What follows belongs to an exercise in optimizing a design on an open flow for small area, a short achievable clock period and few clock cycles per item; a production flow would make more cautious choices. RTL that was checked went through simulation tests only; none was proved equivalent to the original. No activity file was given, so power comes from the tool's default toggle rates.

// alu_exec_top
module alu_exec_top
(
    input  logic                clk,
    input  logic                arst_n,
    input  logic                in_valid,
    input  alu_pkg::alu_op_e             in_op,
    input  logic [data_w-1:0]   in_a,
    input  logic [data_w-1:0]   in_b,
    input  logic [shamt_w-1:0]  in_shamt,
    input  logic [shamt_w-1:0]  in_rd,
    output logic                in_credit,
    output logic                out_valid,
    output logic [data_w-1:0]   out_result,
    output logic                out_zero,
    output logic                out_great,
    output logic                out_overflow,
    input  logic                out_credit
);
For scale: roughly 1900 cells after synthesis, ~130 flip-flops, about 12000 sq um of cells after synthesis.
export LEC_CHECK = 0
export ABC_AREA = 1
export CAP_MARGIN = 20
export CORE_MARGIN = 2
export CORE_UTILIZATION = 50
export CTS_CLUSTER_DIAMETER = 150
export CTS_CLUSTER_SIZE = 40
export SETUP_SLACK_MARGIN = 3.9
export SLEW_MARGIN = 20
create_clock -name core_clock -period 7.0 [get_ports {clk}]
standard.sh (not shown) runs the stock make flow with config.mk's settings and CLKGATE_MAP_FILE= SYNTH_SCRIPT=/design/flow/synth_recipe.tcl, a recipe that flattens the netlist after the stock synthesis.
==> flow/flow/run.sh <==
#!/bin/bash
# Standard layout, with two changes: the port buffers the standard flow
# adds are a plain buf_1 instead of the slow delay buffer buffer_ports
# picks, and the buffers ABC adds are removed before timing repair.
set -euo pipefail
export BUFFER_PORTS_ARGS="-buffer_cell sky130_fd_sc_hd__buf_1"
export REMOVE_ABC_BUFFERS=1
bash standard.sh > standard_flow.log 2>&1
Testbench counts at the start, summed over its fixed seeds: cycles 9,616, items 9,600.
Next try:
CTS_CLUSTER_DIAMETER = default   (was 150)
CTS_CLUSTER_SIZE = default   (was 40)
SETUP_SLACK_MARGIN = 4.3   (was 3.9)
Synthesized area is unchanged; synthesized cell count is unchanged; core utilization goes up by 7.8 points; worst setup slack improves by 0.0051 ns; sequential power rises by about 0.5%; via count increases by 5.2%; wire length is higher by 9.3%; sequential cell count stays the same; hold slack hardly moves.
Next try:
SETUP_SLACK_MARGIN = 3.9   (was 4.3)
Setup slack is worse by 0.0051 ns. Cell count drops by 2.7%. Wire length drops by 8.5%. Final area drops by 12%. Global-route usage drops by 0.84 points. Synthesized area stays the same. Hold slack hardly moves. Sequential power drops by about 0.5%. Power drops by 9.3%. Clock power drops by about 0.7%. Non-clock buffer count drops by 60.
Next try:
SETUP_SLACK_MARGIN = 4.05   (was 3.9)
Outcome: Via count rose slightly. Sequential power stays flat. Maximum frequency hardly moves. Routed wire length rose slightly. Worst setup slack is better by 0.0074 ns.
Next try:
SETUP_SLACK_MARGIN = 3.7   (was 4.05)
After rerunning: Global-route usage went down by 0.23 points. Core utilization went down by 1.5 points. Power drops by 2.2%. Routed wire length shrinks by 2.1%. Synthesized area does not change. Flip-flop and latch count stays the same.

---

Setup of north:
alu_exec_top, a different RTL version from the one above (not shown whole).
Size: ~2000 cells after synthesis, ~38 flip-flops, about 120 I/O pins, ~11000 um^2 of cells after synthesis.
## alu_exec_top
module alu_exec_top
(
    input  logic                clk,
    input  logic                arst_n,
    input  logic                in_valid,
    input  alu_pkg::alu_op_e             in_op,
    input  logic [data_w-1:0]   in_a,
    input  logic [data_w-1:0]   in_b,
    input  logic [shamt_w-1:0]  in_shamt,
    input  logic [shamt_w-1:0]  in_rd,
    output logic                in_credit,
    output logic                out_valid,
    output logic [data_w-1:0]   out_result,
    output logic                out_zero,
    output logic                out_great,
    output logic                out_overflow,
    input  logic                out_credit
);
    logic                hold;
    logic [data_w-1:0]   next_result;
    logic                next_great;
    logic                next_overflow;
    alu_issue_queue ctrl_i (
        .clk        (clk),
        .arst_n     (arst_n),
        .in_valid   (in_valid),
        .in_credit  (in_credit),
        .out_credit (out_credit),
        .hold       (hold),
        .out_valid  (out_valid)
    );
    alu_core core_i (
        .op       (in_op),
        .a        (in_a),
        .b        (in_b),
        .shamt    (in_shamt),
        .rd       (in_rd),
        .result   (next_result),
        .great    (next_great),
        .overflow (next_overflow)
    );
    always_ff @(posedge clk) begin
        if (!hold) begin
            out_result   <= next_result;
            out_great    <= next_great;
            out_overflow <= next_overflow;
        end
    end
    assign out_zero = (out_result == '0);
endmodule
clock: 7.0 ns
lec_check: 0
abc_area: 1
cap_margin: 20
core_margin: 2
core_utilization: 60
setup_slack_margin: 2.5
slew_margin: 20
run.sh (not shown) runs the stock make flow with config.mk's settings and CLKGATE_MAP_FILE= SYNTH_SCRIPT=/design/flow/synth_recipe.tcl, a recipe that flattens the netlist after the stock synthesis.
Stock flow here: none of the scripts above is used.
Relative to north, the following input files were edited for south:
--- a/flow/config.mk
+++ b/flow/config.mk
@@ -10,4 +10,3 @@
 export CORE_MARGIN = 2
 export CORE_UTILIZATION = 60
-export SETUP_SLACK_MARGIN = 2.5
 export SLEW_MARGIN = 20
Results
- south vs. north: fraction of registers with async set/reset flat, number of endpoints with negative hold slack in the final report flat, vias per cell flat, routed length per instance down 0.32 um.
No run of this note included a check of the RTL's function; only the layout flow was run.

---

The RTL this note starts from:
==> flow/design.v <==
package alu_pkg;
    localparam int data_w  = 32;
    localparam int shamt_w = 5;
    localparam int op_w    = 6;
    localparam int queue_depth = 4;
    localparam int out_credits = 3;
    localparam int cnt_w       = 3;
    localparam int qptr_w      = 2;
    typedef enum logic [op_w-1:0] {
        alu_add   = 6'h00,
        alu_addu  = 6'h01,
        alu_sub   = 6'h02,
        alu_subu  = 6'h03,
        alu_and   = 6'h04,
        alu_or    = 6'h05,
        alu_xor   = 6'h06,
        alu_nor   = 6'h07,
        alu_slt   = 6'h08,
        alu_sltu  = 6'h09,
        alu_lui   = 6'h0a,
        alu_sll   = 6'h10,
        alu_srl   = 6'h11,
        alu_sra   = 6'h12,
        alu_sllv  = 6'h14,
        alu_srlv  = 6'h15,
        alu_srav  = 6'h16,
        alu_rotr  = 6'h18,
        alu_rotrv = 6'h19,
        alu_ins   = 6'h20,
        alu_ext   = 6'h21
    } alu_op_e;
endpackage
`timescale 1ns/1ps
import alu_pkg::*;
module alu_shift_unit
(
    input  logic [data_w-1:0]   src,
    input  logic [shamt_w-1:0]  amount,
    input  logic                left,
    output logic [data_w-1:0]   result
);
    logic [data_w-1:0]  stage [shamt_w+1];
    logic [shamt_w-1:0] amt_eff;
    assign stage[0] = left ? {src[0], src[data_w-1:1]} : src;
    assign amt_eff  = amount ^ {shamt_w{left}};
    for (genvar k = 0; k < shamt_w; k++) begin : g_stage
        for (genvar i = 0; i < data_w; i++) begin : g_bit
            assign stage[k+1][i] = amt_eff[k] ? stage[k][(i + (1 << k)) % data_w] : stage[k][i];
        end
    end
    assign result = stage[shamt_w];
endmodule
`timescale 1ns/1ps
import alu_pkg::*;
module alu_bitfield_unit
(
    input  logic                rotate,
    input  logic                left,
    input  logic                field,
    input  logic                is_ins,
    input  logic                sign_fill,
    input  logic [data_w-1:0]   b,
    input  logic [shamt_w-1:0]  amount,
    input  logic [shamt_w-1:0]  msb,
    input  logic [data_w-1:0]   rotated,
    output logic [data_w-1:0]   result
);
    logic [data_w-1:0] from_amt;
    logic [data_w-1:0] keep;
    logic [data_w-1:0] fill;
    always_comb begin
        for (int i = 0; i < data_w; i++) begin
            from_amt[i] = left ? (i >= amount) : ((data_w - 1 - i) >= amount);
            keep[i]     = rotate | (from_amt[i] & (~field | (i <= msb)));
            fill[i]     = is_ins ? b[i] : sign_fill;
        end
    end
    assign result = (rotated & keep) | (fill & ~keep);
endmodule
`timescale 1ns/1ps
import alu_pkg::*;
module alu_arith_unit
(
    input  logic                subtract,
    input  logic [data_w-1:0]   a,
    input  logic [data_w-1:0]   b,
    output logic [data_w-1:0]   sum,
    output logic                sum_ovf,
    output logic                lt_signed,
    output logic                lt_unsigned,
    output logic                great,
    output logic [data_w-1:0]   prop,
    output logic [data_w-1:0]   gen
);
    logic [data_w-1:0] b_eff, p, g;
    logic [data_w:0] c;    
    assign b_eff = b ^ {data_w{subtract}};
    assign p = a ^ b_eff;
    assign g = a & b_eff;
    assign prop = p;
    assign gen = g;
    logic [data_w-1:0] G [6];
    logic [data_w-1:0] P [6];
    assign G[0] = {g[data_w-1:1], g[0] | (p[0] & subtract)};
    assign P[0] = p;
    for (genvar l = 0; l < 5; l++) begin : g_l
        for (genvar i = 0; i < data_w; i++) begin : g_i
            if ((i >> l) & 1) begin : g_c
                localparam int j = ((i >> l) << l) - 1;
                assign G[l+1][i] = G[l][i] | (P[l][i] & G[l][j]);
                assign P[l+1][i] = P[l][i] & P[l][j];
            end else begin : g_p
                assign G[l+1][i] = G[l][i];
                assign P[l+1][i] = P[l][i];
            end
        end
    end
    assign c = {G[5], subtract};
    assign sum = p ^ c[data_w-1:0];
    assign sum_ovf = c[data_w] ^ c[data_w-1];
    assign lt_signed   = sum[data_w-1] ^ sum_ovf;
    assign lt_unsigned = ~c[data_w];
    assign great = $signed(a) > $signed(b);
endmodule
`timescale 1ns/1ps
import alu_pkg::*;
module alu_core
(
    input  alu_pkg::alu_op_e    op,
    input  logic [data_w-1:0]   a,
    input  logic [data_w-1:0]   b,
    input  logic [shamt_w-1:0]  shamt,
    input  logic [shamt_w-1:0]  rd,
    output logic [data_w-1:0]   result,
    output logic                great,
    output logic                overflow
);
    logic [op_w-1:0]   code;
    logic              is_field;
    logic              is_shift;
    logic              is_ins;
    logic              is_cmp;
    logic              is_logic;
    logic              is_arith;
    logic              is_lui;
    logic              subtract;
    logic              variable;
    logic              left;
    logic              rotate;
    logic              arith_sh;
    logic [data_w-1:0] sum;
    logic              sum_ovf;
    logic              lt_signed;
    logic              lt_unsigned;
    logic [data_w-1:0] sh_src;
    logic [shamt_w-1:0] sh_amt;
    logic [data_w-1:0] rotated;
    logic [data_w-1:0] shift_res;
    logic [data_w-1:0] logic_res;
    logic [data_w-1:0] prop;
    logic [data_w-1:0] gen;
    assign code     = op;
    assign is_field = code[5];
    assign is_ins   = code[5] & ~code[0];
    assign is_shift = code[5] | code[4] | is_lui;
    assign is_arith = ~code[5] & ~code[4] & ~code[3] & ~code[2];
    assign is_logic = ~code[5] & ~code[4] & ~code[3] &  code[2];
    assign is_cmp   = ~code[5] & ~code[4] &  code[3] & ~code[1];
    assign is_lui   = ~code[5] & ~code[4] &  code[3] &  code[1];
    assign subtract = ~code[2] & (code[1] | code[3]);
    assign variable = ~code[5] & (code[2] | (code[3] & code[0]));
    assign left     = (code[5] & ~code[0]) | (~code[5] & ~code[3] & ~code[1] & ~code[0]) | is_lui;
    assign rotate   = ~code[5] & code[4] & code[3];
    assign arith_sh = ~code[5] & ~code[3] & code[1];
    alu_arith_unit arith_i (
        .subtract    (subtract),
        .a           (a),
        .b           (b),
        .sum         (sum),
        .sum_ovf     (sum_ovf),
        .lt_signed   (lt_signed),
        .lt_unsigned (lt_unsigned),
        .great       (great),
        .prop        (prop),
        .gen         (gen)
    );
    assign sh_src = is_field ? a : b;
    assign sh_amt = is_lui ? shamt_w'(16) : (variable ? a[shamt_w-1:0] : shamt);
    alu_shift_unit shift_i (
        .src    (sh_src),
        .amount (sh_amt),
        .left   (left),
        .result (rotated)
    );
    alu_bitfield_unit field_i (
        .rotate    (rotate),
        .left      (left),
        .field     (is_field),
        .is_ins    (is_ins),
        .sign_fill (arith_sh & b[data_w-1]),
        .b         (b),
        .amount    (sh_amt),
        .msb       (rd),
        .rotated   (rotated),
        .result    (shift_res)
    );
    always_comb begin
        case (code[1:0])
            2'b00:   logic_res = gen;
            2'b01:   logic_res = prop | gen;
            2'b10:   logic_res = prop;
            default: logic_res = ~(prop | gen);
        endcase
    end
    assign result =
        ({data_w{is_arith}} & sum) |
        ({data_w{is_logic}} & logic_res) |
        ({data_w{is_shift}} & shift_res) |
        {{(data_w-1){1'b0}}, is_cmp & (code[0] ? lt_unsigned : lt_signed)};
    assign overflow = sum_ovf & is_arith & ~code[0];
endmodule
`timescale 1ns/1ps
import alu_pkg::*;
module alu_issue_queue
(
    input  logic                clk,
    input  logic                arst_n,
    input  logic                in_valid,
    output logic                in_credit,
    input  logic                out_credit,
    output logic                hold,
    output logic                out_valid
);
    logic              full;
    logic [cnt_w-2:0]  credits;
    assign out_valid = full & (credits != '0);
    assign hold      = ~in_valid;
    always_ff @(posedge clk or negedge arst_n) begin
        if (!arst_n) begin
            full      <= 1'b0;
            credits   <= (cnt_w-1)'(out_credits);
            in_credit <= 1'b0;
        end else begin
            full <= in_valid | (full & ~out_valid);
            case ({out_credit, out_valid})
                2'b10:   credits <= credits + (cnt_w-1)'(1);
                2'b01:   credits <= credits - (cnt_w-1)'(1);
                default: credits <= credits;
            endcase
            in_credit <= out_credit;
        end
    end
endmodule
`timescale 1ns/1ps
import alu_pkg::*;
module alu_exec_top
(
    input  logic                clk,
    input  logic                arst_n,
    input  logic                in_valid,
    input  alu_pkg::alu_op_e             in_op,
    input  logic [data_w-1:0]   in_a,
    input  logic [data_w-1:0]   in_b,
    input  logic [shamt_w-1:0]  in_shamt,
    input  logic [shamt_w-1:0]  in_rd,
    output logic                in_credit,
    output logic                out_valid,
    output logic [data_w-1:0]   out_result,
    output logic                out_zero,
    output logic                out_great,
    output logic                out_overflow,
    input  logic                out_credit
);
    logic                hold;
    logic [data_w-1:0]   next_result;
    logic                next_great;
    logic                next_overflow;
    alu_issue_queue ctrl_i (
        .clk        (clk),
        .arst_n     (arst_n),
        .in_valid   (in_valid),
        .in_credit  (in_credit),
        .out_credit (out_credit),
        .hold       (hold),
        .out_valid  (out_valid)
    );
    alu_core core_i (
        .op       (in_op),
        .a        (in_a),
        .b        (in_b),
        .shamt    (in_shamt),
        .rd       (in_rd),
        .result   (next_result),
        .great    (next_great),
        .overflow (next_overflow)
    );
    always_ff @(posedge clk) begin
        if (!hold) begin
            out_result   <= next_result;
            out_great    <= next_great;
            out_overflow <= next_overflow;
        end
    end
    assign out_zero = (out_result == '0);
endmodule
==> flow/config.mk <==
export PLATFORM = sky130hd
export DESIGN_NAME = alu_exec_top
export DESIGN_NICKNAME = alu_exec_top
export VERILOG_FILES = /design/flow/design.v
export SDC_FILE = /design/flow/constraint.sdc
export NUM_CORES = 4
export LEC_CHECK = 0
export ABC_AREA = 1
export CAP_MARGIN = 20
export CORE_MARGIN = 2
export CORE_UTILIZATION = 50
export SETUP_SLACK_MARGIN = 2.75
export SLEW_MARGIN = 20
==> flow/constraint.sdc <==
create_clock -name core_clock -period 7.0 [get_ports {clk}]
set_input_delay 1.4000 -clock core_clock [delete_from_list [all_inputs] [get_ports {clk}]]
set_output_delay 1.4000 -clock core_clock [all_outputs]
set_load 0.01 [all_outputs]
standard.sh (not shown) runs the stock make flow with config.mk's settings and CLKGATE_MAP_FILE= SYNTH_SCRIPT=/design/flow/synth_recipe.tcl, a recipe that flattens the netlist after the stock synthesis.
==> flow/flow/run.sh <==
#!/bin/bash
# Standard layout, with the port buffers the standard flow adds made
# from a plain buf_1 instead of the slow delay buffer buffer_ports picks.
set -euo pipefail
export BUFFER_PORTS_ARGS="-buffer_cell sky130_fd_sc_hd__buf_1"
export REMOVE_ABC_BUFFERS=1
bash standard.sh > standard_flow.log 2>&1
Testbench counts at the start, summed over its fixed seeds: cycles 9,608, items 9,600.
Rerun with:
==> flow/flow/run.sh (replaced) <==
#!/bin/bash
# Standard layout, with the port buffers the standard flow adds made
# from a plain buf_2 instead of the slow delay buffer buffer_ports picks.
set -euo pipefail
export BUFFER_PORTS_ARGS="-buffer_cell sky130_fd_sc_hd__buf_2"
bash standard.sh > standard_flow.log 2>&1
--- a/flow/config.mk
+++ b/flow/config.mk
@@ -11,2 +11,2 @@
-export CORE_UTILIZATION = 50
-export SETUP_SLACK_MARGIN = 2.75
+export CORE_UTILIZATION = 45
+export SETUP_SLACK_MARGIN = 3.0
After rerunning: Clock power came out higher by 33%; setup slack improved by 0.12 ns; count of clock-buffer cells in the layout came out lower by 1; cell area came out higher by 9.8%; total power came out higher by 14%; combinational power came out higher by about 10%; sequential power came out higher by about 5%; routed wire length came out higher by 17%; final cell count came out higher by 2.6%.
Rerun with:
==> flow/flow/run.sh (replaced) <==
#!/bin/bash
# Standard layout, with the port buffers the standard flow adds made
# from a plain buf_1 instead of the slow delay buffer buffer_ports picks.
set -euo pipefail
export BUFFER_PORTS_ARGS="-buffer_cell sky130_fd_sc_hd__buf_1"
bash standard.sh > standard_flow.log 2>&1
--- a/flow/config.mk
+++ b/flow/config.mk
@@ -11,2 +11,2 @@
-export CORE_UTILIZATION = 45
-export SETUP_SLACK_MARGIN = 3.0
+export CORE_UTILIZATION = 50
+export SETUP_SLACK_MARGIN = 2.5
What happened: The new run produced a clean layout; cell area went down by 11%; setup slack is worse by 0.29 ns; critical path depth went down by 3; via count went down by 4.2%; global-route usage went down by 1.2 points.
Rerun with:
==> flow/run.sh (new file) <==
#!/bin/bash
# synth_recipe.tcl (not shown) runs the flow's synth.tcl, then flattens the netlist and writes it again
# the make line also repeats each setting of config.mk as NAME=value (left out here)
make -C /OpenROAD-flow-scripts/flow DESIGN_CONFIG=/design/flow/config.mk WORK_HOME=/design/flow/orfs CLKGATE_MAP_FILE= SYNTH_SCRIPT=/design/flow/synth_recipe.tcl finish
--- a/flow/config.mk
+++ b/flow/config.mk
@@ -11,2 +11,2 @@
-export CORE_UTILIZATION = 50
-export SETUP_SLACK_MARGIN = 2.5
+export CORE_UTILIZATION = 45
+export SETUP_SLACK_MARGIN = 3.5
removed: flow/flow/run.sh
removed: flow/standard.sh
The changed run completed without violations; worst setup slack improved by 0.33 ns; sequential power came out lower by about 2%; final area increases by 26%; wire length came out higher by 16%.
Rerun with:
==> flow/flow/run.sh (new file) <==
#!/bin/bash
# Standard layout, with the port buffers the standard flow adds made
# from a plain buf_1 instead of the slow delay buffer buffer_ports picks.
set -euo pipefail
export BUFFER_PORTS_ARGS="-buffer_cell sky130_fd_sc_hd__buf_1"
export REMOVE_ABC_BUFFERS=1
bash standard.sh > standard_flow.log 2>&1
==> flow/standard.sh (new file) <==
#!/bin/bash
# synth_recipe.tcl (not shown) runs the flow's synth.tcl, then flattens the netlist and writes it again
# the make line also repeats each setting of config.mk as NAME=value (left out here)
make -C /OpenROAD-flow-scripts/flow DESIGN_CONFIG=/design/flow/config.mk WORK_HOME=/design/flow/orfs CLKGATE_MAP_FILE= SYNTH_SCRIPT=/design/flow/synth_recipe.tcl "${@:-finish}"
--- a/flow/config.mk
+++ b/flow/config.mk
@@ -11,2 +11,2 @@
-export CORE_UTILIZATION = 45
-export SETUP_SLACK_MARGIN = 3.5
+export CORE_UTILIZATION = 50
+export SETUP_SLACK_MARGIN = 2.25
removed: flow/run.sh
Effect: Wire length drops by 17%. Synthesized cell count does not change. Hold slack is worse by 0.0039 ns. Clock skew barely changes. Via count falls by 9.4%. Clock-buffer cell count increases by 1. Worst setup slack loses 0.49 ns. Non-clock buffer count went down by 76. Core utilization came out lower by 8.5 points. Area after synthesis stays the same.

[static timing again, ports no longer ideal]
In the flow no input, the clock included, has a driving cell. The finished layouts below were timed again as built, in two steps. Step 1 (the two cells are an assumption about what drives the block):
set clk [get_ports {clk}]
set_driving_cell -lib_cell sky130_fd_sc_hd__clkbuf_16 $clk
set_driving_cell -lib_cell sky130_fd_sc_hd__buf_2 [delete_from_list [all_inputs] $clk]
Step 2 adds t to the input delays and takes it off the output delays; t is the mean of the earliest and latest rising clock arrival at the registers after step 1. Input paths then give back, and output paths get back, about the clock's delay inside the block. a / b / c = no drivers / after step 1 / after step 2; a / b = the first two.
| run | shift t [ns] | setup WS [ns] | clock arrival spread, ns | cell pins on the clock port's net |
|---|---|---|---|---|
| the first run of note 1 | 0.479 | 3.726 / 3.675 / 3.934 | 0.015 / 0.015 | 1 |
| the second run of note 1 | 0.481 | 3.731 / 3.680 / 3.966 | 0.015 / 0.014 | 1 |
| the third run of note 1 | 0.479 | 3.726 / 3.675 / 3.934 | 0.015 / 0.015 | 1 |
| the fourth run of note 1 | 0.478 | 3.733 / 3.683 / 3.966 | 0.015 / 0.015 | 1 |
| the fifth run of note 1 | 0.481 | 3.713 / 3.659 / 3.873 | 0.015 / 0.016 | 1 |
| north | 0.334 | 2.505 / 2.516 / 2.182 | 0.012 / 0.012 | 1 |
| south | 0.333 | 1.669 / 1.661 / 1.328 | 0.010 / 0.010 | 1 |
| the first run of note 3 | 0.350 | 2.786 / 2.808 / 2.458 | 0.011 / 0.010 | 1 |
| the second run of note 3 | 0.341 | 2.907 / 2.903 / 2.562 | 0.019 / 0.018 | 1 |
| the third run of note 3 | 0.325 | 2.622 / 2.636 / 2.311 | 0.006 / 0.006 | 1 |
| the fourth run of note 3 | 0.350 | 2.948 / 2.965 / 2.615 | 0.010 / 0.010 | 1 |
| the fifth run of note 3 | 0.349 | 2.456 / 2.480 / 2.131 | 0.010 / 0.011 | 1 |
After both steps setup and hold are still met in every run listed. For the second run of note 3, which loses most, drivers alone change the setup slack by -0.004 ns; drivers and shift together by -0.345 ns.
